From an optimization exercise on the open Yosys and OpenROAD flow, aimed at small area, a short achievable clock period and few clock cycles per item; shortcuts taken in it are not production practice.
Where RTL was checked, it was by simulation tests only, not by an equivalence proof against the original.
No activity file was given, so power comes from the tool's default toggle rates.

== violet ==
// bch_decoder
module bch_decoder (
	input                      clk,
	input                      rstn,
	input                      i_set,
	input  [1:0]               i_code,
	input  [8-1:0]   i_data,
	output                     o_ready,
	output                     o_finish,
	output [8-1:0]    o_odata
);
	logic       syn_valid;
	logic       syn_take;
	logic       free_next;
	logic [7:0] s1;
	logic [7:0] s3;
	logic       is63;
	bch_syndrome u_syndrome (
		.clk     (clk),
		.rstn    (rstn),
		.i_set   (i_set),
		.i_code  (i_code),
		.i_data  (i_data),
		.o_ready (o_ready),
		.o_valid (syn_valid),
		.i_take  (syn_take),
		.i_free_next (free_next),
		.o_s1    (s1),
		.o_s3    (s3),
		.o_is63  (is63)
	);
	bch_berlekamp u_solver (
		.clk      (clk),
		.rstn     (rstn),
		.i_valid  (syn_valid),
		.o_take   (syn_take),
		.o_free_next (free_next),
		.i_s1     (s1),
		.i_s3     (s3),
		.i_is63   (is63),
		.o_finish (o_finish),
		.o_odata  (o_odata)
	);
endmodule
Size in the first run: roughly 740 cells after synthesis, about 70 flip-flops, about 23 I/O pins, roughly 6300 µm² of cells after synthesis.
Settings: LEC_CHECK=0, CAP_MARGIN=20, CORE_MARGIN=2, CORE_UTILIZATION=40, SLEW_MARGIN=20; clock period 10.0 ns.
standard.sh (not shown) runs the stock make flow with config.mk's settings and CLKGATE_MAP_FILE= SYNTH_SCRIPT=/design/flow/synth_recipe.tcl, a recipe that flattens the netlist after the stock synthesis.
==> flow/flow/run.sh <==
#!/bin/bash
# Standard layout, with timing repair aiming for 7 ns of setup slack at the
# 10 ns clock, so the paths are optimised for a shorter achieved period.
set -euo pipefail
bash standard.sh SETUP_SLACK_MARGIN=7 finish > make_finish.log 2>&1
violet completed; timing, DRC and antenna clean
Testbench counts of violet, summed over its fixed seeds: cycles 14,575, frames 512.
#### Input delta (zinc over violet)
==> flow/flow/run.sh <==
#!/bin/bash
# Standard layout, with timing repair aiming for 6.5 ns of setup slack at the
# 10 ns clock, so the paths are optimised for a shorter achieved period.
set -euo pipefail
bash standard.sh SETUP_SLACK_MARGIN=6.5 finish > make_finish.log 2>&1
[summary]
The multi-input combinational area share of zinc exceeds that of violet by 0.52 points. In the metrics for violet and zinc, the one carrying the higher via density per instance is violet. On zinc: area added between synthesis and finish is 5.8 points lower than what violet gave. Relative to violet, the sum of routed wire length over all layers of zinc is lower by about 7%. zinc reached the end of the flow, and the finished layout is clean on the timing, design-rule and antenna checks. Compared with violet, in zinc met3 routed wirelength shrank by 33 µm, number of iterations in the first detailed-routing pass grew by 1, largest fanout on the critical path grew by 1, final design area excluding fillers shrank by 360 µm², post-route total power grew by about 3%. Sort violet and zinc by fraction of the core area covered by cells at the end of the flow, descending, and violet comes first.

---

== P ==
bch_decoder, a different RTL version from the one above (not shown whole).
Size in the first run: ~830 cells after synthesis, ~0.0068 mm2 of cells after synthesis.
// bch_decoder
module bch_decoder (
	input                      clk,
	input                      rstn,
	input                      i_set,
	input  [1:0]               i_code,
	input  [8-1:0]   i_data,
	output                     o_ready,
	output                     o_finish,
	output [8-1:0]    o_odata
);
	logic       syn_valid;
	logic       syn_take;
	logic       free_next;
	logic [7:0] s1;
	logic [7:0] s3;
	logic       is63;
	bch_syndrome u_syndrome (
		.clk     (clk),
		.rstn    (rstn),
		.i_set   (i_set),
		.i_code  (i_code),
		.i_data  (i_data),
		.o_ready (o_ready),
		.o_valid (syn_valid),
		.i_take  (syn_take),
		.i_free_next (free_next),
		.o_s1    (s1),
		.o_s3    (s3),
		.o_is63  (is63)
	);
	bch_berlekamp u_solver (
		.clk      (clk),
		.rstn     (rstn),
		.i_valid  (syn_valid),
		.o_take   (syn_take),
		.o_free_next (free_next),
		.i_s1     (s1),
		.i_s3     (s3),
		.i_is63   (is63),
		.o_finish (o_finish),
		.o_odata  (o_odata)
	);
endmodule
==> flow/config.mk <==
export PLATFORM = sky130hd
export DESIGN_NAME = bch_decoder
export DESIGN_NICKNAME = bch_decoder
export VERILOG_FILES = /design/flow/design.v
export SDC_FILE = /design/flow/constraint.sdc
export NUM_CORES = 4
export LEC_CHECK = 0
export CAP_MARGIN = 20
export CORE_MARGIN = 2
export CORE_UTILIZATION = 40
export CTS_BUF_LIST = sky130_fd_sc_hd__clkbuf_2 sky130_fd_sc_hd__clkbuf_4 sky130_fd_sc_hd__clkbuf_8
export SLEW_MARGIN = 20
==> flow/constraint.sdc <==
create_clock -name core_clock -period 10.0 [get_ports {clk}]
set_input_delay 2.0000 -clock core_clock [delete_from_list [all_inputs] [get_ports {clk}]]
set_output_delay 2.0000 -clock core_clock [all_outputs]
set_load 0.01 [all_outputs]
==> flow/flow/run.sh <==
#!/bin/bash
# Standard layout, with timing repair aiming for 7 ns of setup slack at the
# 10 ns clock, so the paths are optimised for a shorter achieved period.
set -euo pipefail
bash standard.sh SETUP_SLACK_MARGIN=7 finish > make_finish.log 2>&1
The following lists how Q was set up differently from P:
==> flow/flow/run.sh <==
#!/bin/bash
# Standard layout, with timing repair aiming for 6.8 ns of setup slack at the
# 10 ns clock, so the paths are optimised for a shorter achieved period.
set -euo pipefail
bash standard.sh SETUP_SLACK_MARGIN=6.8 finish > make_finish.log 2>&1
Results
Q | stages: all done | timing, DRC, antenna: all pass
Mean area per synthesized cell: Q vs P identical
Instance area at placement across Q and P: no real change.
In the reports for Q and P, the smaller global-route usage belongs to Q.
No run of this note included a check of the RTL's function; only the layout flow was run.

---

Another version of the RTL of bch_decoder (not shown whole).
Size in the first run: roughly 68 flip-flops, ~23 I/O pins, ~5700 sq um of cells after synthesis.
// bch_decoder
module bch_decoder (
	input                      clk,
	input                      rstn,
	input                      i_set,
	input  [1:0]               i_code,
	input  [8-1:0]   i_data,
	output                     o_ready,
	output                     o_finish,
	output [8-1:0]    o_odata
);
	logic       syn_valid;
	logic       syn_take;
	logic       free_next;
	logic [7:0] s1;
	logic [7:0] s3;
	logic       is63;
	bch_syndrome u_syndrome (
		.clk     (clk),
		.rstn    (rstn),
		.i_set   (i_set),
		.i_code  (i_code),
		.i_data  (i_data),
		.o_ready (o_ready),
		.o_valid (syn_valid),
		.i_take  (syn_take),
		.i_free_next (free_next),
		.o_s1    (s1),
		.o_s3    (s3),
		.o_is63  (is63)
	);
	bch_berlekamp u_solver (
		.clk      (clk),
		.rstn     (rstn),
		.i_valid  (syn_valid),
		.o_take   (syn_take),
		.o_free_next (free_next),
		.i_s1     (s1),
		.i_s3     (s3),
		.i_is63   (is63),
		.o_finish (o_finish),
		.o_odata  (o_odata)
	);
endmodule
clock: 10.0 ns
lec_check: 0
cap_margin: 20
core_margin: 2
core_utilization: 65
slew_margin: 20
==> flow/flow/run.sh <==
#!/bin/bash
# Standard layout, with timing repair aiming for 7 ns of setup slack at the
# 10 ns clock (so the paths are optimised for a shorter achieved period), and
# a small clock tree: the design has about 70 flip-flops.
set -euo pipefail
bash standard.sh SETUP_SLACK_MARGIN=7 \
	"CTS_ARGS=-buf_list sky130_fd_sc_hd__clkbuf_8 -repair_clock_nets -dont_use_dummy_load" \
	finish > make_finish.log 2>&1
The first run produced a clean layout.
Testbench counts at the start, summed over its fixed seeds: cycles 14,902, frames 512.
Then changed:
- CORE_UTILIZATION: 65 -> 60
After rerunning: The new run ran to the end with no violations; flip-flop and latch count stays the same; setup slack is worse by 0.011 ns; total power climbs by 0.75%.
Then changed:
==> flow/flow/run.sh (replaced) <==
#!/bin/bash
# Standard layout, with timing repair aiming for 6.9 ns of setup slack at the
# 10 ns clock (so the paths are optimised for a shorter achieved period), and
# a small clock tree: the design has about 70 flip-flops.
set -euo pipefail
bash standard.sh SETUP_SLACK_MARGIN=6.9 \
	"CTS_ARGS=-buf_list sky130_fd_sc_hd__clkbuf_8 -repair_clock_nets -dont_use_dummy_load" \
	finish > make_finish.log 2>&1
Outcome: Sequential power stays flat. Wire length goes down by 0.35%. Final cell count goes down by 0.38%. First-iteration DRC count goes up by 6.4%. Clock skew barely changes. Synthesized cell count is unchanged.

==> afterwards: timing with drivers on the ports <==
The results above use ideal ports. As a check the final layouts listed here were re-extracted and re-timed, cells and wires unchanged. Step 1: set_driving_cell puts a clkbuf_16 on clk and a buf_2 on each other input, an assumption about the parent block. Step 2 also shifts input and output timing later by t, the mid clock arrival at the registers, as if the neighbouring blocks saw the same clock. Slacks: no drivers / after step 1 / after step 2; pairs: no drivers / after step 1.
run | t (ns) | setup WS [ns] | worst setup path after step 2 | worst data-port slew with drivers (ns) | pins driven straight from the clock port
violet | 0.382 | 6.932 / 6.894 / 6.874 | input to register | 0.03 | 1
zinc | 0.387 | 6.498 / 6.455 / 6.660 | register to register | 0.03 | 1
P | 0.399 | 6.875 / 6.834 / 6.883 | input to register | 0.03 | 1
Q | 0.409 | 6.853 / 6.816 / 6.870 | input to register | 0.03 | 1
the first run of note 3 | 0.369 | 6.914 / 6.881 / 6.870 | input to register | 0.03 | 1
the second run of note 3 | 0.374 | 6.904 / 6.871 / 6.895 | input to register | 0.03 | 1
the third run of note 3 | 0.372 | 6.901 / 6.869 / 6.886 | input to register | 0.03 | 1
After both steps setup and hold are still met in every run listed. The setup slack of violet, which loses most, moves by -0.038 ns with the drivers and by -0.058 ns with both steps.
